This design comes from an exercise in tuning for a short achievable clock period and few clock cycles per item on the open sky130 flow, not from production work.
In this exercise RTL edits were held to simulation tests only and were not proved equivalent to the original.
Power is estimated from default activity; no workload was simulated.

File: flow/constraint.sdc
create_clock -name core_clock -period 5.0 [get_ports {clk_i}]
set_input_delay 1.0000 -clock core_clock [delete_from_list [all_inputs] [get_ports {clk_i}]]
set_output_delay 1.0000 -clock core_clock [all_outputs]
set_load 0.01 [all_outputs]
File: flow/config.mk
export PLATFORM = sky130hd
export DESIGN_NAME = exec_unit
export DESIGN_NICKNAME = exec_unit
export VERILOG_FILES = /design/flow/design.v
export SDC_FILE = /design/flow/constraint.sdc
export NUM_CORES = 4
export LEC_CHECK = 0
export CAP_MARGIN = 20
export CORE_MARGIN = 2
export CORE_UTILIZATION = 40
export SLEW_MARGIN = 20
File: flow/run.sh
#!/bin/bash
# synth_recipe.tcl (not shown) runs the flow's synth.tcl, then flattens the netlist and writes it again
# the make line also repeats each setting of config.mk as NAME=value (left out here)
make -C /OpenROAD-flow-scripts/flow DESIGN_CONFIG=/design/flow/config.mk WORK_HOME=/design/flow/orfs CLKGATE_MAP_FILE= SYNTH_SCRIPT=/design/flow/synth_recipe.tcl finish
File: flow/design.v
`default_nettype none
package exec_pkg;
  typedef logic [31:0] word_t;       
  typedef logic [5:0]  op_t;         
  typedef logic [4:0]  reg_addr_t;   
  typedef logic [19:0] boffset_t;    
  typedef logic [3:0]  sel_t;        
  localparam op_t OP_LUI   = 6'd0;
  localparam op_t OP_AUIPC = 6'd1;
  localparam op_t OP_JAL   = 6'd2;
  localparam op_t OP_JALR  = 6'd3;
  localparam op_t OP_ADD   = 6'd4;
  localparam op_t OP_SUB   = 6'd5;
  localparam op_t OP_XOR   = 6'd6;
  localparam op_t OP_OR    = 6'd7;
  localparam op_t OP_AND   = 6'd8;
  localparam op_t OP_SLT   = 6'd9;
  localparam op_t OP_SLTU  = 6'd10;
  localparam op_t OP_SLL   = 6'd11;
  localparam op_t OP_SRL   = 6'd12;
  localparam op_t OP_SRA   = 6'd13;
  localparam op_t OP_LB    = 6'd14;
  localparam op_t OP_LH    = 6'd15;
  localparam op_t OP_LW    = 6'd16;
  localparam op_t OP_LBU   = 6'd17;
  localparam op_t OP_LHU   = 6'd18;
  localparam op_t OP_SB    = 6'd19;
  localparam op_t OP_SH    = 6'd20;
  localparam op_t OP_SW    = 6'd21;
  localparam op_t OP_BEQ   = 6'd22;
  localparam op_t OP_BNE   = 6'd23;
  localparam op_t OP_BLT   = 6'd24;
  localparam op_t OP_BGE   = 6'd25;
  localparam op_t OP_BLTU  = 6'd26;
  localparam op_t OP_BGEU  = 6'd27;
  typedef struct packed {
    word_t     pc;
    op_t       op;
    word_t     param1;   
    word_t     param2;   
    word_t     param3;   
    reg_addr_t rd;
  } exec_req_t;
  typedef struct packed {
    logic      result_write;   
    reg_addr_t result_addr;
    word_t     result;
    logic      branch;         
    boffset_t  boffset;        
  } exec_resp_t;
  typedef struct packed {
    word_t adr;
    word_t dat;
    logic  we;
    sel_t  sel;
    logic  stb;
    logic  cyc;
  } wb_req_t;
endpackage
`default_nettype wire
`timescale 1ns/1ps
`default_nettype none
module exec_alu (
  input  exec_pkg::op_t   op_i,
  input  exec_pkg::word_t pc_i,
  input  exec_pkg::word_t a_i,
  input  exec_pkg::word_t b_i,
  output exec_pkg::word_t result_o,
  output exec_pkg::word_t sum_o,
  output logic            taken_o
);
  logic eq;
  logic lt_s;
  logic lt_u;
  assign sum_o = a_i + b_i;                    
  assign eq    = (a_i == b_i);
  assign lt_s  = ($signed(a_i) < $signed(b_i));
  assign lt_u  = (a_i < b_i);
  always_comb begin
    case (op_i)
      exec_pkg::OP_LUI:          result_o = b_i;             
      exec_pkg::OP_AUIPC:        result_o = pc_i + b_i;
      exec_pkg::OP_JAL, exec_pkg::OP_JALR: result_o = pc_i + 32'd4;    
      exec_pkg::OP_ADD:          result_o = sum_o;
      exec_pkg::OP_SUB:          result_o = a_i - b_i;
      exec_pkg::OP_XOR:          result_o = a_i ^ b_i;
      exec_pkg::OP_OR:           result_o = a_i | b_i;
      exec_pkg::OP_AND:          result_o = a_i & b_i;
      exec_pkg::OP_SLT:          result_o = {31'b0, lt_s};
      exec_pkg::OP_SLTU:         result_o = {31'b0, lt_u};
      default:         result_o = '0;              
    endcase
  end
  always_comb begin
    case (op_i)
      exec_pkg::OP_JAL, exec_pkg::OP_JALR: taken_o = 1'b1;
      exec_pkg::OP_BEQ:          taken_o = eq;
      exec_pkg::OP_BNE:          taken_o = !eq;
      exec_pkg::OP_BLT:          taken_o = lt_s;
      exec_pkg::OP_BGE:          taken_o = !lt_s;
      exec_pkg::OP_BLTU:         taken_o = lt_u;
      exec_pkg::OP_BGEU:         taken_o = !lt_u;
      default:         taken_o = 1'b0;
    endcase
  end
endmodule
`default_nettype wire
`timescale 1ns/1ps
`default_nettype none
module exec_shifter (
  input  exec_pkg::op_t   op_i,
  input  exec_pkg::word_t data_i,
  input  logic [4:0]      shamt_i,
  output exec_pkg::word_t result_o
);
  logic  left;
  logic  arith;
  exec_pkg::word_t data_rev;
  exec_pkg::word_t data_sel;
  exec_pkg::word_t s1, s2, s3, s4, s5;
  exec_pkg::word_t mask;
  exec_pkg::word_t fill;
  exec_pkg::word_t shifted;
  exec_pkg::word_t shifted_rev;
  assign left     = (op_i == exec_pkg::OP_SLL);
  assign arith    = (op_i == exec_pkg::OP_SRA);
  always_comb begin
    for (int i = 0; i < 32; i++) begin
      data_rev[i] = data_i[31-i];
    end
  end
  assign data_sel     = left ? data_rev : data_i;
  assign s1 = shamt_i[0] ? {data_sel[0],    data_sel[31:1]}  : data_sel;
  assign s2 = shamt_i[1] ? {s1[1:0],    s1[31:2]}    : s1;
  assign s3 = shamt_i[2] ? {s2[3:0],    s2[31:4]}    : s2;
  assign s4 = shamt_i[3] ? {s3[7:0],    s3[31:8]}    : s3;
  assign s5 = shamt_i[4] ? {s4[15:0],   s4[31:16]}   : s4;
  assign mask = 32'hffff_ffff >> shamt_i;      
  assign fill = arith ? {32{data_i[31]}} : '0;  
  assign shifted     = (s5 & mask) | (fill & ~mask);
  always_comb begin
    for (int i = 0; i < 32; i++) begin
      shifted_rev[i] = shifted[31-i];
    end
  end
  assign result_o    = left ? shifted_rev : shifted;
endmodule
`default_nettype wire
`timescale 1ns/1ps
`default_nettype none
module exec_lsu (
  input  logic              clk_i,
  input  logic              rst_i,
  input  logic              start_i,
  input  exec_pkg::op_t     op_i,
  input  exec_pkg::word_t   addr_i,
  input  exec_pkg::word_t   store_data_i,
  input  exec_pkg::word_t   wb_dat_i,
  input  logic              wb_ack_i,
  output exec_pkg::wb_req_t wb_o,
  output logic              done_o,
  output exec_pkg::word_t   load_data_o
);
  typedef enum logic [1:0] {IDLE, REQUEST, DONE} state_t;
  state_t      state_q;
  exec_pkg::op_t         op_q;
  exec_pkg::word_t       adr_q;
  exec_pkg::word_t       dat_q;
  exec_pkg::sel_t        sel_q;
  exec_pkg::sel_t        sel_d;
  exec_pkg::word_t       dat_d;
  exec_pkg::word_t       load_q;
  exec_pkg::word_t       load_d;
  logic [7:0]  lane_b;
  logic [15:0] lane_h;
  always_comb begin
    case (op_i)
      exec_pkg::OP_LB, exec_pkg::OP_LBU, exec_pkg::OP_SB: sel_d = 4'b0001 << addr_i[1:0];
      exec_pkg::OP_LH, exec_pkg::OP_LHU, exec_pkg::OP_SH: sel_d = addr_i[1] ? 4'b1100 : 4'b0011;
      default:              sel_d = 4'b1111;      
    endcase
  end
  always_comb begin
    case (op_i)
      exec_pkg::OP_SB:   dat_d = {4{store_data_i[7:0]}};
      exec_pkg::OP_SH:   dat_d = {2{store_data_i[15:0]}};
      default: dat_d = store_data_i;
    endcase
  end
  always_comb begin
    case (adr_q[1:0])
      2'd0:    lane_b = wb_dat_i[7:0];
      2'd1:    lane_b = wb_dat_i[15:8];
      2'd2:    lane_b = wb_dat_i[23:16];
      default: lane_b = wb_dat_i[31:24];
    endcase
    lane_h = adr_q[1] ? wb_dat_i[31:16] : wb_dat_i[15:0];
    case (op_q)
      exec_pkg::OP_LB:   load_d = {{24{lane_b[7]}}, lane_b};    
      exec_pkg::OP_LBU:  load_d = {24'b0, lane_b};
      exec_pkg::OP_LH:   load_d = {{16{lane_h[15]}}, lane_h};
      exec_pkg::OP_LHU:  load_d = {16'b0, lane_h};
      default: load_d = wb_dat_i;                     
    endcase
  end
  always_ff @(posedge clk_i) begin
    if (rst_i) begin
      state_q <= IDLE;
    end else begin
      case (state_q)
        IDLE: begin
          if (start_i) begin
            state_q <= REQUEST;
          end
        end
        REQUEST: begin
          if (wb_ack_i) begin
            state_q <= DONE;                          
          end
        end
        default: state_q <= IDLE;                     
      endcase
    end
  end
  always_ff @(posedge clk_i) begin
    if (state_q == IDLE && start_i) begin
      op_q  <= op_i;
      adr_q <= addr_i;
      dat_q <= dat_d;
      sel_q <= sel_d;
    end
    if (state_q == REQUEST && wb_ack_i) begin
      load_q <= load_d;
    end
  end
  always_comb begin
    wb_o.adr = adr_q;                                 
    wb_o.dat = dat_q;
    wb_o.we  = (op_q == exec_pkg::OP_SB) || (op_q == exec_pkg::OP_SH) || (op_q == exec_pkg::OP_SW);
    wb_o.sel = sel_q;
    wb_o.stb = (state_q == REQUEST);
    wb_o.cyc = (state_q == REQUEST);
  end
  assign done_o      = (state_q == DONE);
  assign load_data_o = load_q;
endmodule
`default_nettype wire
`timescale 1ns/1ps
`default_nettype none
module exec_ctrl (
  input  logic                 clk_i,
  input  logic                 rst_i,
  input  logic                 req_valid_i,
  input  exec_pkg::exec_req_t  req_i,
  input  logic                 resp_ready_i,
  input  exec_pkg::word_t      alu_result_i,
  input  exec_pkg::word_t      shift_result_i,
  input  logic                 taken_i,
  input  logic                 mem_done_i,
  input  exec_pkg::word_t      load_data_i,
  output logic                 req_ready_o,
  output logic                 resp_valid_o,
  output exec_pkg::exec_resp_t resp_o,
  output exec_pkg::op_t        op_o,
  output exec_pkg::word_t      pc_o,
  output exec_pkg::word_t      a_o,
  output exec_pkg::word_t      b_o,
  output logic                 mem_start_o,
  output exec_pkg::word_t      store_data_o
);
  typedef enum logic [1:0] {S_IDLE, S_EXEC, S_MEM, S_RESP} state_t;
  state_t     state_q;
  state_t     state_d;
  exec_pkg::exec_req_t  req_q;
  exec_pkg::exec_resp_t resp_q;
  exec_pkg::exec_resp_t resp_d;
  logic       is_shift;
  logic       is_load;
  logic       is_store;
  logic       is_branch;
  logic       is_mem;
  logic       accept;
  logic       resp_load;
  assign is_shift  = (req_q.op == exec_pkg::OP_SLL || req_q.op == exec_pkg::OP_SRL || req_q.op == exec_pkg::OP_SRA);
  assign is_load   = (req_q.op == exec_pkg::OP_LB || req_q.op == exec_pkg::OP_LH || req_q.op == exec_pkg::OP_LW || req_q.op == exec_pkg::OP_LBU || req_q.op == exec_pkg::OP_LHU);
  assign is_store  = (req_q.op == exec_pkg::OP_SB || req_q.op == exec_pkg::OP_SH || req_q.op == exec_pkg::OP_SW);
  assign is_branch = (req_q.op == exec_pkg::OP_BEQ || req_q.op == exec_pkg::OP_BNE || req_q.op == exec_pkg::OP_BLT || req_q.op == exec_pkg::OP_BGE || req_q.op == exec_pkg::OP_BLTU || req_q.op == exec_pkg::OP_BGEU);
  assign is_mem    = is_load || is_store;
  assign req_ready_o  = (state_q == S_IDLE) || (state_q == S_RESP && resp_ready_i);
  assign accept       = req_valid_i && req_ready_o;
  assign resp_valid_o = (state_q == S_RESP);
  assign mem_start_o  = (state_q == S_EXEC) && is_mem;   
  assign resp_load    = (state_q == S_EXEC && !is_mem) || (state_q == S_MEM && mem_done_i);
  always_comb begin
    state_d = state_q;
    case (state_q)
      S_IDLE: begin
        if (accept) begin
          state_d = S_EXEC;
        end
      end
      S_EXEC: state_d = is_mem ? S_MEM : S_RESP;
      S_MEM: begin
        if (mem_done_i) begin
          state_d = S_RESP;
        end
      end
      default: begin
        if (accept) begin
          state_d = S_EXEC;                              
        end else if (resp_ready_i) begin
          state_d = S_IDLE;
        end
      end
    endcase
  end
  always_comb begin
    resp_d.result_write = !(is_store || is_branch);
    resp_d.result_addr  = req_q.rd;
    if (is_load) begin
      resp_d.result = load_data_i;
    end else if (is_shift) begin
      resp_d.result = shift_result_i;
    end else begin
      resp_d.result = alu_result_i;
    end
    resp_d.branch  = taken_i;                            
    resp_d.boffset = taken_i ? req_q.param3[19:0] : '0;
  end
  always_ff @(posedge clk_i) begin
    if (rst_i) begin
      state_q <= S_IDLE;
    end else begin
      state_q <= state_d;
    end
  end
  always_ff @(posedge clk_i) begin
    if (accept) begin
      req_q <= req_i;
    end
    if (resp_load) begin
      resp_q <= resp_d;                                  
    end
  end
  assign resp_o       = resp_q;
  assign op_o         = req_q.op;
  assign pc_o         = req_q.pc;
  assign a_o          = req_q.param1;
  assign b_o          = req_q.param2;
  assign store_data_o = req_q.param3;
endmodule
`default_nettype wire
`timescale 1ns/1ps
`default_nettype none
module exec_top (
  input  logic                 clk_i,
  input  logic                 rst_i,
  input  logic                 req_valid_i,
  output logic                 req_ready_o,
  input  exec_pkg::exec_req_t  req_i,
  output logic                 resp_valid_o,
  input  logic                 resp_ready_i,
  output exec_pkg::exec_resp_t resp_o,
  output exec_pkg::wb_req_t    wb_o,
  input  exec_pkg::word_t      wb_dat_i,
  input  logic                 wb_ack_i
);
  exec_pkg::op_t   op;
  exec_pkg::word_t pc;
  exec_pkg::word_t a;
  exec_pkg::word_t b;
  exec_pkg::word_t alu_result;
  exec_pkg::word_t sum;                                    
  exec_pkg::word_t shift_result;
  exec_pkg::word_t store_data;
  exec_pkg::word_t load_data;
  logic  taken;
  logic  mem_start;
  logic  mem_done;
  exec_ctrl i_exec_ctrl (
    .clk_i          (clk_i),
    .rst_i          (rst_i),
    .req_valid_i    (req_valid_i),
    .req_i          (req_i),
    .resp_ready_i   (resp_ready_i),
    .alu_result_i   (alu_result),
    .shift_result_i (shift_result),
    .taken_i        (taken),
    .mem_done_i     (mem_done),
    .load_data_i    (load_data),
    .req_ready_o    (req_ready_o),
    .resp_valid_o   (resp_valid_o),
    .resp_o         (resp_o),
    .op_o           (op),
    .pc_o           (pc),
    .a_o            (a),
    .b_o            (b),
    .mem_start_o    (mem_start),
    .store_data_o   (store_data)
  );
  exec_alu i_exec_alu (
    .op_i     (op),
    .pc_i     (pc),
    .a_i      (a),
    .b_i      (b),
    .result_o (alu_result),
    .sum_o    (sum),
    .taken_o  (taken)
  );
  exec_shifter i_exec_shifter (
    .op_i     (op),
    .data_i   (a),
    .shamt_i  (b[4:0]),                          
    .result_o (shift_result)
  );
  exec_lsu i_exec_lsu (
    .clk_i        (clk_i),
    .rst_i        (rst_i),
    .start_i      (mem_start),
    .op_i         (op),
    .addr_i       (sum),
    .store_data_i (store_data),
    .wb_dat_i     (wb_dat_i),
    .wb_ack_i     (wb_ack_i),
    .wb_o         (wb_o),
    .done_o       (mem_done),
    .load_data_o  (load_data)
  );
endmodule
`default_nettype wire
`timescale 1ns/1ps
`default_nettype none
module exec_unit (
  input  logic        clk_i,
  input  logic        rst_i,
  input  logic        req_valid_i,
  output logic        req_ready_o,
  input  logic [31:0] req_pc_i,
  input  logic [5:0]  req_op_i,
  input  logic [31:0] req_param1_i,
  input  logic [31:0] req_param2_i,
  input  logic [31:0] req_param3_i,
  input  logic [4:0]  req_rd_i,
  output logic        resp_valid_o,
  input  logic        resp_ready_i,
  output logic        resp_write_o,
  output logic [4:0]  resp_addr_o,
  output logic [31:0] resp_result_o,
  output logic        resp_branch_o,
  output logic [19:0] resp_boffset_o,
  output logic [31:0] wb_adr_o,
  output logic [31:0] wb_dat_o,
  output logic        wb_we_o,
  output logic [3:0]  wb_sel_o,
  output logic        wb_stb_o,
  output logic        wb_cyc_o,
  input  logic [31:0] wb_dat_i,
  input  logic        wb_ack_i
);
  exec_pkg::exec_req_t  req;
  exec_pkg::exec_resp_t resp;
  exec_pkg::wb_req_t    wb;
  assign req.pc     = req_pc_i;
  assign req.op     = req_op_i;
  assign req.param1 = req_param1_i;
  assign req.param2 = req_param2_i;
  assign req.param3 = req_param3_i;
  assign req.rd     = req_rd_i;
  exec_top i_exec_top (
    .clk_i        (clk_i),
    .rst_i        (rst_i),
    .req_valid_i  (req_valid_i),
    .req_ready_o  (req_ready_o),
    .req_i        (req),
    .resp_valid_o (resp_valid_o),
    .resp_ready_i (resp_ready_i),
    .resp_o       (resp),
    .wb_o         (wb),
    .wb_dat_i     (wb_dat_i),
    .wb_ack_i     (wb_ack_i)
  );
  assign resp_write_o   = resp.result_write;
  assign resp_addr_o    = resp.result_addr;
  assign resp_result_o  = resp.result;
  assign resp_branch_o  = resp.branch;
  assign resp_boffset_o = resp.boffset;
  assign wb_adr_o       = wb.adr;
  assign wb_dat_o       = wb.dat;
  assign wb_we_o        = wb.we;
  assign wb_sel_o       = wb.sel;
  assign wb_stb_o       = wb.stb;
  assign wb_cyc_o       = wb.cyc;
endmodule
`default_nettype wire
==> flow_metrics.py <==
metrics = {
    "timing": {
        "finalClockSkew_ps": 27.6,
        "post-route-min-period_ps": 4550,
        "period_share": 0.909,
        "max_freq_ghz": 0.220,
        "setup_viol": 0,
        "finalSetupTns_ps": 0,
        "rsz0062_at_grt": "no",
        "slew-limit-headroom": 0.221,
        "hold_violations": 0,
        "worst_slew_pin_slew_ps": 1170,
        "slew_violations": 0,
    },
    "setup_path": {
        "r2r_setup_slack_ps": 450,
        "critPathSlowestCell": "and3_1",
        "crit_path_start_kind": "flop",
        "critPathMaxFanout": 16,
        "crit_type": "flop to flop",
        "regToRegEndpoint": "i_exec_top.i_exec_ctrl.resp_q[39]",
        "regToRegStartpoint": "i_exec_top.i_exec_ctrl.req_q[106]",
        "r2r_cells": 11,
        "crit_chain": "nor2_1, and3_1, buf_4, xnor2_1, mux2i_1, buf_4, o21ai_0, a31oi_1, a21oi_1, nand2_1, a31oi_1",
        "end_kind": "flop",
        "critical_path_arrival_ps": 4950,
        "required_ps": 5400,
        "cpPeakStageDelay_ps": 820,
    },
    "logic_synthesis": {
        "synth.top_cell.area_share": 0.427,
        "synth_cells": 2095,
        "synth_cell_types": 80,
        "synth-seq-cells": 308,
        "synth_area_leader_cell": "edfxtp_1",
        "ys_seq_area_frac": 0.431,
        "ys.flop_type": "edfxtp_1",
        "synth.area.top_cells": "edfxtp_1 43%, ha_1 7.7%, mux4_2 5.0%, a21oi_1 3.9%, nand2_1 3.1%",
        "yosys-top-cells-count": "304 x edfxtp_1, 179 x nand2_1, 165 x a21oi_1",
        "synthArstFlopShare": 0,
        "ys_warn_count": 4,
        "postSynthAreaPerCell_sq_um": 10.2,
        "syn_area_sq_um": 21400,
        "synth_edf_count": 304,
        "post-synth-top-count-cell": "edfxtp_1",
        "synthesis.nets": 2406,
    },
    "global_routing": {
        "grt_pass1_vias": 18700,
        "grt_max_degree": 61,
        "grt_pass1_wl_um": 132000,
        "antenna_found_initial": 5,
        "grt_overflow": 0,
        "grt.total_usage": 0.324,
    },
    "cells_and_area": {
        "syn_to_final_growth_pct": 24.7,
        "instances_no_fill": 3113,
        "finalNetCount": 2708,
        "drive_gt1_frac": 0.0942,
    },
    "clocking": {
        "cts_tree": "yes",
        "cts-root-buf": "clkbuf_16",
        "clk_path_buf_depth": 3,
        "numClockSinks": 308,
        "cts_setup_buffers": 0,
        "insertion_delay_ps": 570,
        "htreeDepth": 2,
        "cts_buffers": 35,
        "post_cts_resized": 0,
        "hold_buffers": 0,
        "cts.reportedPaths.clkPinSlew_ps": 60,
    },
    "placed_design": {
        "place_inst": 3048,
        "post-dp-hpwl_um": 70700,
        "gp_congestion": 1.00,
        "io_buffer_count": 307,
    },
    "floorplanning": {
        "dieArea_sq_um": 55300,
        "initial_core_util": 0.406,
        "die_w_um": 235,
        "die_y_um": 235,
        "ios": 308,
        "fp-row-count": 84,
        "core_sq_um": 52700,
    },
    "job": {
        "cap_violations": 0,
    },
    "power_and_ir_drop": {
        "power.density_nw_per_um2": 489,
        "vdd_ir_drop_max_uv": 359,
        "p_leak_nw": 9.88,
    },
    "status": {
        "outcome": "complete, no violations",
    },
    "worst_hold_path": {
        "hold_end": "i_exec_top.i_exec_ctrl.resp_q[53]",
        "hold_depth": 0,
        "min_from": "i_exec_top.i_exec_ctrl.req_q[0]",
        "hold_path_class": "flop to flop",
    },
    "routing": {
        "vias_per_cell": 6.37,
        "vias": 19800,
        "first_pass_iters": 6,
        "antenna_left": 0,
        "routed_wl_um": 92600,
        "drc_errors": 0,
        "wl_per_cell_um": 29.7,
        "drt_iter0_drc": 2404,
    },
}
[sequential cells by signal (all words and copies together) (netlist names)]
| name | count |
|---|---|
| i_exec_top.i_exec_lsu.dat_q | 32 |
| i_exec_top.i_exec_lsu.adr_q | 32 |
| i_exec_top.i_exec_lsu.op_q | 6 |
| i_exec_top.i_exec_lsu.state_q | 2 |
| i_exec_top.i_exec_ctrl.req_q | 139 |
| i_exec_top.i_exec_lsu.load_q | 32 |
| i_exec_top.i_exec_lsu.sel_q | 4 |
| i_exec_top.i_exec_ctrl.resp_q | 59 |
| i_exec_top.i_exec_ctrl.state_q | 2 |
[logic make-up after synthesis]
kind of cell / count (synthesis) / share of synthesized area
compound gates: 662 / 0.210
flops: 308 / 0.431
mux: 94 / 0.0727
xor+xnor: 101 / 0.0414
simple gates: 555 / 0.122
fa+ha+maj: 135 / 0.0801
buf+inv: 240 / 0.0435
[metal layers]
layer | vias up | share of wire | GRT usage
met3 | 181 | 0.11 | 0.0740
met1 | 9783 | 0.43 | 0.468
met2 | 1270 | 0.43 | 0.473
met4 | 2 | 0.038 | 0.116
li1 | 8586 | - | -
met5 | - | 0.00014 | 0
[power by group]
group / total (mW) / switching, mW / internal [mW]
sequential: 4.01 / 0.434 / 3.58
combinational: 6.49 / 4.09 / 2.40
clock: 2.53 / 1.12 / 1.42
total: 13.0 / 5.64 / 7.40
[how the worst max path moves through the flow]
stage	from	endpoint	slack [ps]	cells after the start
after floorplan	resp_ready_i	i_exec_top.i_exec_ctrl.state_q[0]	250	6
after global placement	i_exec_top.i_exec_ctrl.req_q[106]	i_exec_top.i_exec_ctrl.resp_q[47]	590	11
after detailed placement	i_exec_top.i_exec_ctrl.req_q[106]	i_exec_top.i_exec_ctrl.resp_q[47]	540	11
after CTS	i_exec_top.i_exec_ctrl.req_q[106]	i_exec_top.i_exec_ctrl.resp_q[47]	550	11
after global routing	i_exec_top.i_exec_ctrl.req_q[106]	i_exec_top.i_exec_ctrl.resp_q[50]	250	11
final	i_exec_top.i_exec_ctrl.req_q[106]	i_exec_top.i_exec_ctrl.resp_q[39]	450	11
[critical path: cells and delay by family (launching register included)]
| family | cells | cell delay [ps] |
|---|---|---|
| DFF | 1 | 550 |
| AOI/OAI and AO/OA | 4 | 1670 |
| muxes | 1 | 120 |
| xor gates and xnor gates | 1 | 190 |
| buffers and inverters | 2 | 460 |
| and+or+nand+nor | 3 | 1390 |
[per-stage QoR]
step	util	area, sq um	total power, mW	hold slack, ps	setup WS (ps)
4_1_cts	0.506	26600	12.9	420	547
2_1_floorplan	-	21400	7.76	400	255
3_5_place_dp	0.485	25600	10.3	406	537
5_1_grt	0.506	26600	13.6	427	251
6_report	0.506	26700	13.0	423	454
3_3_place_gp	0.485	25500	10.3	401	591
[layout by cell type, fill, tap and decap left out, types with 34 or more instances in the layout]
| master | instances |
|---|---|
| clkdlybuf4s50_1 | 307 |
| edfxtp_1 | 304 |
| nand2_1 | 179 |
| a21oi_1 | 165 |
| nor2_1 | 150 |
| ha_1 | 132 |
| inv_1 | 110 |
| o21ai_0 | 99 |
| buf_4 | 80 |
| xnor2_1 | 76 |
| a21o_1 | 54 |
| mux4_2 | 47 |
| o211ai_1 | 41 |
| a22oi_1 | 41 |
| nand3_1 | 39 |
| clkbuf_16 | 35 |
| a221oi_1 | 34 |
[final cells by class]
class | instances | area, sq um
fillers | 4744 | 26000
multi-input cells | 1547 | 11300
flip-flops and latches | 308 | 9210
repair buffers | 390 | 3720
clock buffers | 45 | 913
well taps | 688 | 861
inverters | 115 | 437
clock inverters | 16 | 181
diodes | 4 | 10.0
Testbench counts, summed over its fixed seeds: cycles 67,346, items 24,000.

-- port drivers added, routing unchanged --
How much do the figures lean on ideal ports? The routed layout below was timed once more, with nothing changed but the port constraints. Step 1: set_driving_cell puts a clkbuf_16 on clk_i and a buf_2 on each other input, an assumption about the parent block. Step 2 adds t to the input delays and takes it off the output delays; t is the mean of the earliest and latest rising clock arrival at the registers after step 1. Input paths then give back, and output paths get back, about the clock's delay inside the block. Three values: ideal, step 1, step 2; two values: the first two.
t (ns): 0.616
slack for setup (ns): 0.454 / 0.454 / 0.454
worst setup path after step 2: register to register
latest minus earliest clock arrival (ns): 0.027 / 0.028
After both steps this run still meets setup and hold. For this run, drivers alone change the setup slack by 0.000 ns; drivers and shift together by 0.000 ns.
